Background: an optimization exercise with open tools, aiming at small area. Do not read the settings as production practice. The RTL was checked by simulation tests, not by an equivalence proof against the original design. Power and IR drop assume default switching activity. The flow treats the clock pin as an ideal source, which a real chip does not have.

==> onyx: inputs <==
==> flow/design.v (excerpt) <==
module double_ended_queue_top (
   input  logic        clock,
   input  logic        reset,
   input  logic        req_tvalid,
   output logic        req_tready,
   input  logic [31:0] req_tdata,
   input  logic [2:0]  req_tuser,
   output logic        rsp_tvalid,
   input  logic        rsp_tready,
   output logic [31:0] rsp_tdata,
   output logic [1:0]  rsp_tuser,
   output logic        rsp_tlast
);
Settings: LEC_CHECK=0, CAP_MARGIN=20, CORE_MARGIN=2, CORE_UTILIZATION=60, SLEW_MARGIN=20, SYNTH_HIERARCHICAL=1; clock period 5.0 ns.
standard.sh (not shown) runs the stock make flow with config.mk's settings and CLKGATE_MAP_FILE= SYNTH_SCRIPT=/design/flow/synth_recipe.tcl, a recipe that flattens the netlist after the stock synthesis.
==> flow/flow/run.sh <==
#!/bin/bash
# Standard ORFS layout (the standard.sh), with three changes:
#  - port buffers are buf_1 cells instead of the tool's default pick;
#  - CTS clusters more sinks per leaf buffer, uses small root/tree buffers
#    and adds no dummy loads;
#  - before global placement, flow/downsize.tcl sets small combinational
#    cells to drive strength 1 and sizes the row-enable/select AND gates.
# make's full output goes to standard.log; ORFS keeps each step's log under orfs/logs.
set -euo pipefail
bash standard.sh \
  "BUFFER_PORTS_ARGS=-buffer_cell sky130_fd_sc_hd__buf_1" \
  "CTS_ARGS=-sink_clustering_enable -repair_clock_nets -dont_use_dummy_load -buf_list sky130_fd_sc_hd__clkbuf_16 -root_buf sky130_fd_sc_hd__clkbuf_4 -tree_buf sky130_fd_sc_hd__clkbuf_4 -sink_clustering_size 32 -sink_clustering_max_diameter 150" \
  "PRE_GLOBAL_PLACE_TCL=$(pwd)/flow/downsize.tcl" \
  finish > standard.log 2>&1
==> flow/flow/downsize.tcl <==
# Before global placement: set small combinational cells to drive strength 1
# (synthesis picks larger drives for some small gates), and size the AND
# gates that drive a whole row of the buffer: and2_4 for the row write
# enables (32 flip-flop enable pins each), and2_2 for the read selects.
# Placement's repair and the later timing repair still size cells wherever
# load or timing needs it.
set db [ord::get_db]
set n_small 0
set n_big 0
foreach inst [[ord::get_db_block] getInsts] {
  set master [$inst getMaster]
  set name [$master getName]
  if {![regexp {^(sky130_fd_sc_hd__([a-z0-9]+))_([0-9]+)$} $name -> base kind size]} { continue }
  if {[string match "*df*" $kind] || [string match "*dl*" $kind] || [string match "tap*" $kind]} { continue }
  set fanout 0
  set to_flops 0
  foreach it [$inst getITerms] {
    if {[$it isOutputSignal]} {
      set net [$it getNet]
      if {$net eq "NULL"} { continue }
      set fanout [expr {max($fanout, [llength [$net getITerms]] - 1)}]
      foreach sink [$net getITerms] {
        if {[string match "*edfxtp*" [[[$sink getInst] getMaster] getName]]} { set to_flops 1 }
      }
    }
  }
  if {$fanout >= 12} {
    if {$kind eq "and2"} {
      set want [expr {$to_flops ? "${base}_4" : "${base}_2"}]
      if {$name ne $want} {
        $inst swapMaster [$db findMaster $want]
        incr n_big
      }
    }
    continue
  }
  if {$size eq "1"} { continue }
  set small [$db findMaster "${base}_1"]
  if {$small eq "NULL"} { continue }
  $inst swapMaster $small
  incr n_small
}
puts "downsize.tcl: $n_small cells set to drive strength 1, $n_big row drivers resized"
==> inputs of pepper, as changes to onyx <==
==> flow/flow/run.sh (replaced) <==
#!/bin/bash
# Standard ORFS layout (the standard.sh), with three changes:
#  - port buffers are buf_1 cells instead of the tool's default pick;
#  - CTS clusters more sinks per leaf buffer and adds no dummy loads;
#  - before global placement, flow/downsize.tcl sets small combinational
#    cells to drive strength 1 and the row-enable/select AND gates to and2_4.
# make's full output goes to standard.log; ORFS keeps each step's log under orfs/logs.
set -euo pipefail
bash standard.sh \
  "BUFFER_PORTS_ARGS=-buffer_cell sky130_fd_sc_hd__buf_1" \
  "CTS_ARGS=-sink_clustering_enable -repair_clock_nets -dont_use_dummy_load -buf_list sky130_fd_sc_hd__clkbuf_16 -sink_clustering_size 32 -sink_clustering_max_diameter 150" \
  "PRE_GLOBAL_PLACE_TCL=$(pwd)/flow/downsize.tcl" \
  finish > standard.log 2>&1
==> flow/flow/downsize.tcl (replaced) <==
# Before global placement: set small combinational cells to drive strength 1
# (synthesis picks larger drives for some small gates), and give the AND
# gates that drive a whole row of the buffer (row enables and read selects)
# drive strength 4. Placement's repair and the later timing repair still
# size cells wherever load or timing needs it.
set db [ord::get_db]
set n_small 0
set n_big 0
foreach inst [[ord::get_db_block] getInsts] {
  set master [$inst getMaster]
  set name [$master getName]
  if {![regexp {^(sky130_fd_sc_hd__([a-z0-9]+))_([0-9]+)$} $name -> base kind size]} { continue }
  if {[string match "*df*" $kind] || [string match "*dl*" $kind] || [string match "tap*" $kind]} { continue }
  set fanout 0
  foreach it [$inst getITerms] {
    if {[$it isOutputSignal]} {
      set net [$it getNet]
      if {$net ne "NULL"} { set fanout [expr {max($fanout, [llength [$net getITerms]] - 1)}] }
    }
  }
  if {$fanout >= 12} {
    if {$kind eq "and2" && $size ne "4"} {
      $inst swapMaster [$db findMaster "${base}_4"]
      incr n_big
    }
    continue
  }
  if {$size eq "1"} { continue }
  set small [$db findMaster "${base}_1"]
  if {$small eq "NULL"} { continue }
  $inst swapMaster $small
  incr n_small
}
puts "downsize.tcl: $n_small cells set to drive strength 1, $n_big row drivers to and2_4"
--- a/flow/config.mk
+++ b/flow/config.mk
@@ -7,6 +7,6 @@
 export LEC_CHECK = 0
 export CAP_MARGIN = 20
 export CORE_MARGIN = 2
-export CORE_UTILIZATION = 60
+export CORE_UTILIZATION = 70
 export SLEW_MARGIN = 20
 export SYNTH_HIERARCHICAL = 1
==> inputs of nickel, as changes to onyx <==
==> flow/flow/run.sh (replaced) <==
#!/bin/bash
# Standard ORFS layout (the standard.sh), with three changes:
#  - port buffers are buf_1 cells instead of the tool's default pick;
#  - CTS clusters more sinks per leaf buffer and adds no dummy loads;
#  - before global placement, flow/downsize.tcl sets small combinational
#    cells to drive strength 1 and the row-enable/select AND gates to and2_4.
# make's full output goes to standard.log; ORFS keeps each step's log under orfs/logs.
set -euo pipefail
bash standard.sh \
  "BUFFER_PORTS_ARGS=-buffer_cell sky130_fd_sc_hd__buf_1" \
  "CTS_ARGS=-sink_clustering_enable -repair_clock_nets -dont_use_dummy_load -buf_list sky130_fd_sc_hd__clkbuf_16 -sink_clustering_size 32 -sink_clustering_max_diameter 150" \
  "PRE_GLOBAL_PLACE_TCL=$(pwd)/flow/downsize.tcl" \
  finish > standard.log 2>&1
==> flow/flow/downsize.tcl (replaced) <==
# Before global placement: set small combinational cells to drive strength 1
# (synthesis picks larger drives for some small gates), and give the AND
# gates that drive a whole row of the buffer (row enables and read selects)
# drive strength 4. Placement's repair and the later timing repair still
# size cells wherever load or timing needs it.
set db [ord::get_db]
set n_small 0
set n_big 0
foreach inst [[ord::get_db_block] getInsts] {
  set master [$inst getMaster]
  set name [$master getName]
  if {![regexp {^(sky130_fd_sc_hd__([a-z0-9]+))_([0-9]+)$} $name -> base kind size]} { continue }
  if {[string match "*df*" $kind] || [string match "*dl*" $kind] || [string match "tap*" $kind]} { continue }
  set fanout 0
  foreach it [$inst getITerms] {
    if {[$it isOutputSignal]} {
      set net [$it getNet]
      if {$net ne "NULL"} { set fanout [expr {max($fanout, [llength [$net getITerms]] - 1)}] }
    }
  }
  if {$fanout >= 12} {
    if {$kind eq "and2" && $size ne "4"} {
      $inst swapMaster [$db findMaster "${base}_4"]
      incr n_big
    }
    continue
  }
  if {$size eq "1"} { continue }
  set small [$db findMaster "${base}_1"]
  if {$small eq "NULL"} { continue }
  $inst swapMaster $small
  incr n_small
}
puts "downsize.tcl: $n_small cells set to drive strength 1, $n_big row drivers to and2_4"
==> notes.md <==
Setup slack, highest first: nickel, pepper, onyx. Final area: pepper < onyx < nickel. Total power: onyx < pepper < nickel. In synthesized cell count, nickel and pepper do not differ. In synthesized area, pepper and onyx do not differ. Against nickel, the clock power of onyx is smaller by about 4%. Utilization, lowest first: onyx, nickel, pepper.

==> what the ideal ports hide <==
In the flow no input, the clock included, has a driving cell. The finished layouts below were timed again as built, in two steps. Step 1 assumes that a clkbuf_16 drives the clock port and a buf_2 every other input. Step 2, shift: input delay + t, output delay - t, t = (earliest + latest rising clock arrival at the registers) / 2. This alone moves slack from input paths to output paths. Slacks: ideal ports / drivers / drivers and shift; pairs: ideal ports / drivers.
run | shift t [ns] | slack for setup (ns) | worst setup path after step 2 | slew at the worst register clock pin (ns)
onyx | 0.800 | 0.750 / 0.703 / 1.161 | input to register | 0.12 / 0.12
pepper | 0.578 | 1.212 / 1.158 / 1.172 | input to register | 0.11 / 0.11
nickel | 0.578 | 1.275 / 1.223 / 1.202 | input to register | 0.11 / 0.11
After both steps every run listed still meets setup and hold. The setup slack of nickel, which loses most, moves by -0.052 ns with the drivers and by -0.073 ns with both steps.
